This design comes from an exercise in tuning for small area, a short achievable clock period and few clock cycles per item on the open sky130 flow, not from production work. RTL that was checked went through simulation tests only; none was proved equivalent to the original. No activity file was given, so power comes from the tool's default toggle rates.

==> module lru_key_value_cache_unit, before the edit <==
module lru_key_value_cache_unit #(
    parameter int MAX_ENTRIES = lkvc_pkg::MAX_ENTRIES,
    parameter int KEY_BITS    = lkvc_pkg::KEY_BITS,
    parameter int VALUE_BITS  = lkvc_pkg::VALUE_BITS,
    localparam int TDATA_W    = ((KEY_BITS + VALUE_BITS + 7) / 8) * 8
) (
    input  wire                                  aclk,
    input  wire                                  aresetn,
    input  wire                                  psel,
    input  wire                                  penable,
    input  wire                                  pwrite,
    input  wire  [lkvc_pkg::APB_ADDR_BITS-1:0]   paddr,
    input  wire  [lkvc_pkg::APB_DATA_BITS-1:0]   pwdata,
    output logic [lkvc_pkg::APB_DATA_BITS-1:0]   prdata,
    output logic                                 pready,
    input  wire                                  s_axis_tvalid,
    output logic                                 s_axis_tready,
    input  wire  [TDATA_W-1:0]                   s_axis_tdata,   
    input  wire  [0:0]                           s_axis_tuser,   
    output logic                                 m_axis_tvalid,
    input  wire                                  m_axis_tready,
    output logic [TDATA_W-1:0]                   m_axis_tdata,   
    output logic [1:0]                           m_axis_tuser    
);
    localparam int N = MAX_ENTRIES;
    localparam int CAP_BITS = lkvc_pkg::CAP_BITS;
    logic [CAP_BITS-1:0] cap_reg;
    logic                cfg_wr;
    assign pready = 1'b1;
    assign cfg_wr = psel && penable && pwrite && (paddr == lkvc_pkg::REG_CAPACITY_ADR);
    assign prdata = (paddr == lkvc_pkg::REG_CAPACITY_ADR)
                    ? lkvc_pkg::APB_DATA_BITS'(cap_reg) : '0;
    always_ff @(posedge aclk) begin
        if (!aresetn) begin
            cap_reg <= lkvc_pkg::CAP_RESET;
        end else if (cfg_wr) begin
            cap_reg <= pwdata[CAP_BITS-1:0];
        end
    end
    logic [N-1:0] capm;
    always_comb begin
        capm = '0;
        if (cap_reg == '0) begin
            capm[0] = 1'b1;
        end else if (int'(cap_reg) > N) begin
            capm[N-1] = 1'b1;
        end else begin
            capm[cap_reg - 1'b1] = 1'b1;
        end
    end
    logic                  r_valid;
    logic                  r_op;
    logic [KEY_BITS-1:0]   r_key;
    logic [VALUE_BITS-1:0] r_val;
    logic                  m_valid;
    logic                  m_hit;
    logic                  m_ev;
    logic [VALUE_BITS-1:0] m_val;
    logic [KEY_BITS-1:0]   m_evkey;
    logic stall, fire;
    assign stall         = m_valid && !m_axis_tready;
    assign fire          = r_valid && !stall;
    assign s_axis_tready = !(r_valid && stall);
    logic [KEY_BITS-1:0]   key_q [N];
    logic [VALUE_BITS-1:0] val_q [N];
    logic [N-1:0]          vld_q;
    logic [N-1:0]          pre_q;     
    logic                  full_q;    
    logic [N-1:0]          eq;        
    logic                  hit;
    logic                  grow;      
    logic                  full_keep, full_grow;
    logic [N-1:0]          last;      
    logic [N-1:0]          pm;        
    logic [N-1:0]          en;        
    logic                  put_miss;
    logic                  evict;
    logic [VALUE_BITS-1:0] rd_val;
    logic [KEY_BITS-1:0]   ev_key;    
    logic [N-1:0]          s_eq;      
    logic [N-1:0]          s_pre;     
    logic                  s_eq_r;    
    logic [N-1:0]          drop;      
    logic [N-1:0]          pre_d;
    always_comb begin
        for (int i = 0; i < N; i++) begin
            eq[i] = pre_q[i] && ((i < N - 1) ? !pre_q[(i < N - 1) ? i + 1 : i] : 1'b1);
        end
        hit  = pre_q[0];
        for (int i = 0; i < N; i++) begin
            last[i] = vld_q[i] && ((i < N - 1) ? !vld_q[(i < N - 1) ? i + 1 : i] : 1'b1);
            pm[i]   = full_q ? vld_q[i] : ((i > 0) ? vld_q[(i > 0) ? i - 1 : i] : 1'b1);
        end
        put_miss = r_op && !hit;
        evict    = put_miss && full_q;
        grow     = fire && put_miss && !full_q;
        for (int i = 0; i < N; i++) begin
            en[i] = fire && (pre_q[i] || (put_miss && pm[i]));
        end
        rd_val = '0;
        ev_key = '0;
        for (int i = 0; i < N; i++) begin
            rd_val = rd_val | (eq[i] ? val_q[i] : '0);
            ev_key = ev_key | (last[i] ? key_q[i] : '0);
        end
        s_eq_r = (s_axis_tdata[KEY_BITS-1:0] == r_key);
        for (int i = 0; i < N; i++) begin
            drop[i] = fire && ((hit && eq[i]) || (evict && last[i]));
            s_eq[i] = vld_q[i] && !drop[i] && (s_axis_tdata[KEY_BITS-1:0] == key_q[i]);
        end
        for (int i = N - 1; i >= 0; i--) begin
            s_pre[i] = s_eq[i] || ((i < N - 1) ? s_pre[(i < N - 1) ? i + 1 : i] : 1'b0);
        end
        for (int i = 0; i < N; i++) begin
            if (!en[i]) begin
                pre_d[i] = s_pre[i];
            end else if (i == 0) begin
                pre_d[i] = s_eq_r || s_pre[0];
            end else begin
                pre_d[i] = s_pre[(i > 0) ? i - 1 : i];
            end
        end
    end
    always_ff @(posedge aclk) begin
        if (en[0]) begin
            key_q[0] <= r_key;
            val_q[0] <= r_op ? r_val : rd_val;
        end
        for (int i = 1; i < N; i++) begin
            if (en[i]) begin
                key_q[i] <= key_q[i-1];
                val_q[i] <= val_q[i-1];
            end
        end
    end
    always_ff @(posedge aclk) begin
        if (!aresetn) begin
            vld_q <= '0;
        end else if (grow) begin
            vld_q <= {vld_q[N-2:0], 1'b1};
        end
    end
    always_comb begin
        full_keep = |(capm & vld_q);
        full_grow = |(capm & {vld_q[N-2:0], 1'b1});
    end
    always_ff @(posedge aclk) begin
        if (!aresetn) begin
            full_q <= 1'b0;
        end else begin
            full_q <= grow ? full_grow : full_keep;
        end
    end
    always_ff @(posedge aclk) begin
        if (!aresetn) begin
            r_valid <= 1'b0;
        end else if (s_axis_tready) begin
            r_valid <= s_axis_tvalid;
        end
    end
    always_ff @(posedge aclk) begin
        if (s_axis_tready) begin
            r_op  <= s_axis_tuser[0];
            r_key <= s_axis_tdata[KEY_BITS-1:0];
            r_val <= s_axis_tdata[KEY_BITS +: VALUE_BITS];
            pre_q <= pre_d;
        end
    end
    always_ff @(posedge aclk) begin
        if (!aresetn) begin
            m_valid <= 1'b0;
        end else if (!stall) begin
            m_valid <= r_valid;
        end
    end
    always_ff @(posedge aclk) begin
        if (!stall) begin
            m_hit    <= hit;
            m_ev     <= evict;
            m_val    <= r_op ? {VALUE_BITS{1'b0}} : rd_val;
            m_evkey  <= evict ? ev_key : {KEY_BITS{1'b0}};
        end
    end
    assign m_axis_tvalid = m_valid;
    assign m_axis_tuser  = {m_ev, m_hit};
    assign m_axis_tdata  = TDATA_W'({m_evkey, m_val});
endmodule
make LEC_CHECK=0 ABC_CLOCK_PERIOD_IN_PS=2500 CAP_MARGIN=20 CORE_MARGIN=2 CORE_UTILIZATION=40 SETUP_SLACK_MARGIN=2.5 SLEW_MARGIN=20 finish   # period 5.0 ns
run.sh (not shown) runs the stock make flow with config.mk's settings and CLKGATE_MAP_FILE= SYNTH_SCRIPT=/design/flow/synth_recipe.tcl, a recipe that flattens the netlist after the stock synthesis.
Rerun with:
--- a/flow/design.v
+++ b/flow/design.v
@@ -38,14 +38,17 @@
     localparam int N = MAX_ENTRIES;
     localparam int CAP_BITS = lkvc_pkg::CAP_BITS;
     logic [CAP_BITS-1:0] cap_reg;
     logic                cfg_wr;
     assign pready = 1'b1;
     assign cfg_wr = psel && penable && pwrite && (paddr == lkvc_pkg::REG_CAPACITY_ADR);
-    assign prdata = (paddr == lkvc_pkg::REG_CAPACITY_ADR)
-                    ? lkvc_pkg::APB_DATA_BITS'(cap_reg) : '0;
+    logic [CAP_BITS-1:0] rdata_q;
+    always_ff @(posedge aclk) begin
+        rdata_q <= (paddr == lkvc_pkg::REG_CAPACITY_ADR) ? cap_reg : '0;
+    end
+    assign prdata = lkvc_pkg::APB_DATA_BITS'(rdata_q);
     always_ff @(posedge aclk) begin
         if (!aresetn) begin
             cap_reg <= lkvc_pkg::CAP_RESET;
         end else if (cfg_wr) begin
             cap_reg <= pwdata[CAP_BITS-1:0];
         end
Result:
- final area stays flat
- first-iteration DRC count is higher by 9.0%
- power is higher by 1.4%
- wire length is higher by 0.89%
- clock skew grows by 0.021 ns
Testbench counts after the change, summed over its fixed seeds: cycles 4,816, items 4,800.
The RTL of the first run of this note was laid out without a check of its function.

-- re-timing with driven ports --
In the flow no input, the clock included, has a driving cell. The finished layouts below were timed again as built, in two steps. Step 1, drivers: a clkbuf_16 drives aclk and a buf_2 each remaining input, both assumed. Step 2 adds t to the input delays and takes it off the output delays; t is the mean of the earliest and latest rising clock arrival at the registers after step 1. Input paths then give back, and output paths get back, about the clock's delay inside the block. Three values: no drivers, after step 1, after step 2; two values: the first two.
| run | shift t [ns] | slack for setup (ns) | latest minus earliest clock arrival (ns) |
|---|---|---|---|
| the first run | 0.745 | 2.367 / 2.338 / 1.667 | 0.045 / 0.046 |
| the second run | 0.740 | 2.348 / 2.313 / 1.783 | 0.066 / 0.067 |
After both steps setup and hold are still met in every run listed. For the first run, which loses most, drivers alone change the setup slack by -0.029 ns; drivers and shift together by -0.700 ns.
